Context: an optimization exercise on an open-source flow, tuned for small area. The choices shown serve that exercise and are no tape-out recipe.
The RTL was checked by simulation tests, not by an equivalence proof against the original design.
Power and IR drop assume default switching activity.

job 426:
==> flow/design.v <==
package tpu_pkg;
  localparam int TPU_N      = 8;
  localparam int TPU_DATA_W = 16;
  typedef enum logic {COLLECT, FULL} gather_state_t;
endpackage
module gather_lane
#(
  parameter int N      = tpu_pkg::TPU_N,
  parameter int DATA_W = tpu_pkg::TPU_DATA_W,
  parameter int CW     = $clog2(N + 1)
) (
  input  logic                     clk,
  input  logic                     reset,
  input  logic                     zero,       
  input  logic                     take,       
  input  logic [DATA_W-1:0]        data,
  output logic                     lane_full,  
  output logic                     overrun,
  output logic [N-1:0][DATA_W-1:0] elems
);
  logic [CW-1:0] cnt;
  logic          acc;
  assign acc       = take && !cnt[CW-1];
  assign overrun   = take && cnt[CW-1];
  assign lane_full = cnt[CW-1];
  always_ff @(posedge clk) begin
    if (reset || zero) cnt <= '0;
    else if (acc)      cnt <= cnt + CW'(1);
  end
  always_ff @(posedge clk) begin
    if (acc) elems <= {data, elems[N-1:1]};
  end
endmodule
module output_gather
#(
  parameter int N      = tpu_pkg::TPU_N,
  parameter int DATA_W = tpu_pkg::TPU_DATA_W
) (
  input  logic                  clk,
  input  logic                  reset,
  input  logic                  clear,
  input  logic [N-1:0]          lane_valid,
  input  logic [N*DATA_W-1:0]   lane_data,
  output logic                  in_ready,
  output logic                  mat_valid,
  input  logic                  mat_ready,
  output logic [N*N*DATA_W-1:0] c_mat,
  output logic                  err
);
  logic                             full;    
  logic                             zero;
  logic [N-1:0]                     take;
  logic [N-1:0]                     lane_full_now;
  logic [N-1:0]                     overrun;
  logic [N-1:0][N-1:0][DATA_W-1:0]  lane_elems;
  assign in_ready  = !full;
  assign mat_valid = full;
  assign zero      = clear || (full && mat_ready);
  assign take      = lane_valid & {N{!full && !clear}};
  gather_lane #(.N(N), .DATA_W(DATA_W)) u_lane [N-1:0] (
    .clk       (clk),
    .reset     (reset),
    .zero      (zero),
    .take      (take),
    .data      (lane_data),
    .lane_full (lane_full_now),
    .overrun   (overrun),
    .elems     (lane_elems)
  );
  for (genvar c = 0; c < N; c++) begin : g_col
    for (genvar r = 0; r < N; r++) begin : g_row
      assign c_mat[(r*N+c)*DATA_W +: DATA_W] = lane_elems[c][r];
    end
  end
  assign full = &lane_full_now;
  always_ff @(posedge clk) begin
    if (reset) err <= 1'b0;
    else if (!clear && ((|overrun) || ((|lane_valid) && full)))
      err <= 1'b1;
  end
endmodule
clock: 5.0 ns
lec_check: 0
cap_margin: 10
core_area: 10 10 410 410
die_area: 0 0 420 420
slew_margin: 10
standard.sh (not shown) runs the stock make flow with config.mk's settings and CLKGATE_MAP_FILE= SYNTH_SCRIPT=/design/flow/synth_recipe.tcl, a recipe that flattens the netlist after the stock synthesis.
==> flow/flow/run.sh <==
#!/bin/bash
# Standard ORFS layout, with the smallest buffer on the ports and no CTS dummy loads.
set -euo pipefail
export BUFFER_PORTS_ARGS="-buffer_cell sky130_fd_sc_hd__buf_1"
export CTS_ARGS="-sink_clustering_enable -repair_clock_nets -dont_use_dummy_load -buf_list sky130_fd_sc_hd__clkbuf_16 -sink_clustering_size 30 -sink_clustering_max_diameter 115"
bash standard.sh > standard.log 2>&1
Job 426 has completed all stages; timing, DRC and antenna checks passed.
Edits applied to the flow inputs when going from job 426 to job 227:
- setting GPL_TIMING_DRIVEN to 0 for the first time
==> flow/flow/run.sh <==
#!/bin/bash
# Standard ORFS layout, with the smallest buffer on the ports and no CTS dummy loads.
set -euo pipefail
export BUFFER_PORTS_ARGS="-buffer_cell sky130_fd_sc_hd__buf_1"
export CTS_ARGS="-sink_clustering_enable -repair_clock_nets -dont_use_dummy_load -buf_list sky130_fd_sc_hd__clkbuf_16 -sink_clustering_size 28 -sink_clustering_max_diameter 100"
bash standard.sh > standard.log 2>&1
[summary]
- Compared with job 426, in job 227 power consumed by the clock network +about 9%; total length of routed wires increased 0.37%; number of buffers inserted by post-CTS setup repair has remained practically unchanged; sequential share of layout area down 1.7 points; share of total power in sequential cells now sits lower.
- In job 227, the total instance count after detailed placement came out about 0.6% above the value in job 426.
- [compare] base=job 426 new=job 227: power went up 2.9%, via count normalized by instance count went down about 0.4%, count of plain and timing-repair buffers in the layout went up 2.1%, final worst clock skew went up 0.044 ns.
- u_lane[0].cnt[3] as the worst setup path startpoint was reported by job 426, and u_lane[2].cnt[3] by job 227.
diff inputs: job 227 => job 2194
- swapping 10 for 20 in CAP_MARGIN
- swapping 10 for 20 in SLEW_MARGIN
- clearing GPL_TIMING_DRIVEN, which used to be 0
- putting PLACE_DENSITY at 0.8 where nothing was set
==> flow/flow/run.sh <==
#!/bin/bash
# Standard ORFS layout, with the smallest buffer on the ports and no CTS dummy loads.
set -euo pipefail
export BUFFER_PORTS_ARGS="-buffer_cell sky130_fd_sc_hd__buf_1"
export CTS_ARGS="-sink_clustering_enable -repair_clock_nets -dont_use_dummy_load -buf_list sky130_fd_sc_hd__clkbuf_16 -sink_clustering_size 32 -sink_clustering_max_diameter 60"
bash standard.sh > standard.log 2>&1
--- outcome ---
Area: job 2194 vs job 227 -> job 2194 smaller. CTS buffer count: job 2194 and job 227 compared, higher one is job 2194. Diff job 2194..job 227 | area taken by flip-flops and latches | unchanged. Setup slack after layout on job 2194 is behind job 227. For the buffer share of cell area, job 2194 came in 2.2 points lower than job 227 did. Compared with job 227, placement density in the core of job 2194 is lower. Share of total power in sequential cells delta for job 2194 relative to job 227: 4.2 points lower.
[inputs] job 4290 vs job 2194
- PLACE_DENSITY changed from 0.8 to 0.9
--- outcome ---
Job 4290: number of buffers and inverters on the critical path 1 below job 2194. Job 2194 and job 4290 ended up with roughly the same overall power. Relative to job 2194, share of the clock period used by the worst path increased by 5.2 points in job 4290. Job 4290 vs job 2194 on data arrival time of the critical path: job 4290 is the higher one. There was hardly any difference in utilization between job 2194 and job 4290.
Changes in job 6431 relative to job 4290:
- PLACE_DENSITY no longer set, was 0.9
- CAP_MARGIN now 0, was 20
- SLEW_MARGIN now 0, was 20
==> flow/flow/run.sh <==
#!/bin/bash
# Standard ORFS layout, with the smallest buffer on the ports and no CTS dummy loads.
set -euo pipefail
export BUFFER_PORTS_ARGS="-buffer_cell sky130_fd_sc_hd__buf_1"
export CTS_ARGS="-sink_clustering_enable -repair_clock_nets -dont_use_dummy_load -buf_list sky130_fd_sc_hd__clkbuf_16 -sink_clustering_size 28 -sink_clustering_max_diameter 100"
bash standard.sh > standard.log 2>&1
- Relative contribution of the clock network to total power in job 6431 is 5.7 points lower than in job 4290
- The post-layout total power reported for job 6431 is smaller than that of job 4290 by about 9%.
- In the metrics for job 4290 and job 6431, the one carrying the higher worst hold slack is job 4290.
- Antenna cell count, job 4290 and job 6431, lower one = job 6431.
- NOTE cell internal power dissipation job 4290->job 6431 decreased by a little under 10%
- In job 6431 the count of non-CTS buffers in the layout turned out about 2% higher than in job 4290.
- In the flow results for job 4290 and job 6431, the via count is larger on job 4290.
- Cell count delta (job 4290 -> job 6431): insignificant
- Job 6431 vs. job 4290: number of nets in the layout went down by 8.
- For maximum ir drop on the vdd rail, dividing the value from job 6431 by the value from job 4290 gives 0.817.
- The final layout from job 6431, which completed every stage, passed the timing, DRC and antenna checks at the end of the flow.
- Job 4290: no failed stages, no open violations at the end
The following lists how job 979 was set up differently from job 6431:
- swapping 0 for 20 in SLEW_MARGIN
- swapping 0 for 20 in CAP_MARGIN
==> run notes <==
Worst setup timing slack at the placement stage: job 979 higher than job 6431
Looking at tightest slew margin relative to the limit across both flows, job 979 is the stronger of the two, with job 6431 trailing.
Between job 6431 and job 979, the cell count does not differ in any meaningful way.
The total global-route track usage on job 6431 is in line with that on job 979.
Job 979 vs job 6431 — count of clock-buffer cells in the layout climbed by a few percent
Job 979 vs job 6431 — portion of total power attributed to the clock network rose 0.2 points.

afterwards: timing with drivers on the ports:
In the flow no input, the clock included, has a driving cell. The finished layouts below were timed again as built, in two steps.
Step 1, drivers: a clkbuf_16 drives clk and a buf_2 each remaining input, both assumed.
Step 2 times the ports against the registers' clock, not the clock port: input delays grow and output delays shrink by t, the midpoint of the rising clock arrivals with the driver on.
Slacks: ideal ports / drivers / drivers and shift; pairs: ideal ports / drivers.
run | shift t [ns] | setup slack, ns | worst hold slack (ns) | slew at the worst register clock pin (ns) | cell pins on the clock port's net
job 426 | 0.686 | 2.072 / 1.990 / 1.661 | 0.390 / 0.390 / 0.390 | 0.12 / 0.12 | 1
job 227 | 0.711 | 1.975 / 1.896 / 1.299 | 0.384 / 0.384 / 0.384 | 0.11 / 0.11 | 1
job 2194 | 0.729 | 1.902 / 1.829 / 1.744 | 0.382 / 0.382 / 0.382 | 0.12 / 0.12 | 1
job 4290 | 0.720 | 1.640 / 1.570 / 1.691 | 0.402 / 0.402 / 0.402 | 0.11 / 0.11 | 1
job 6431 | 0.695 | 2.032 / 1.951 / 1.516 | 0.375 / 0.375 / 0.375 | 0.11 / 0.11 | 1
job 979 | 0.700 | 2.067 / 1.986 / 1.847 | 0.397 / 0.397 / 0.397 | 0.11 / 0.11 | 1
After both steps every run listed still meets setup and hold. For job 227, which loses most, drivers alone change the setup slack by -0.079 ns; drivers and shift together by -0.676 ns.
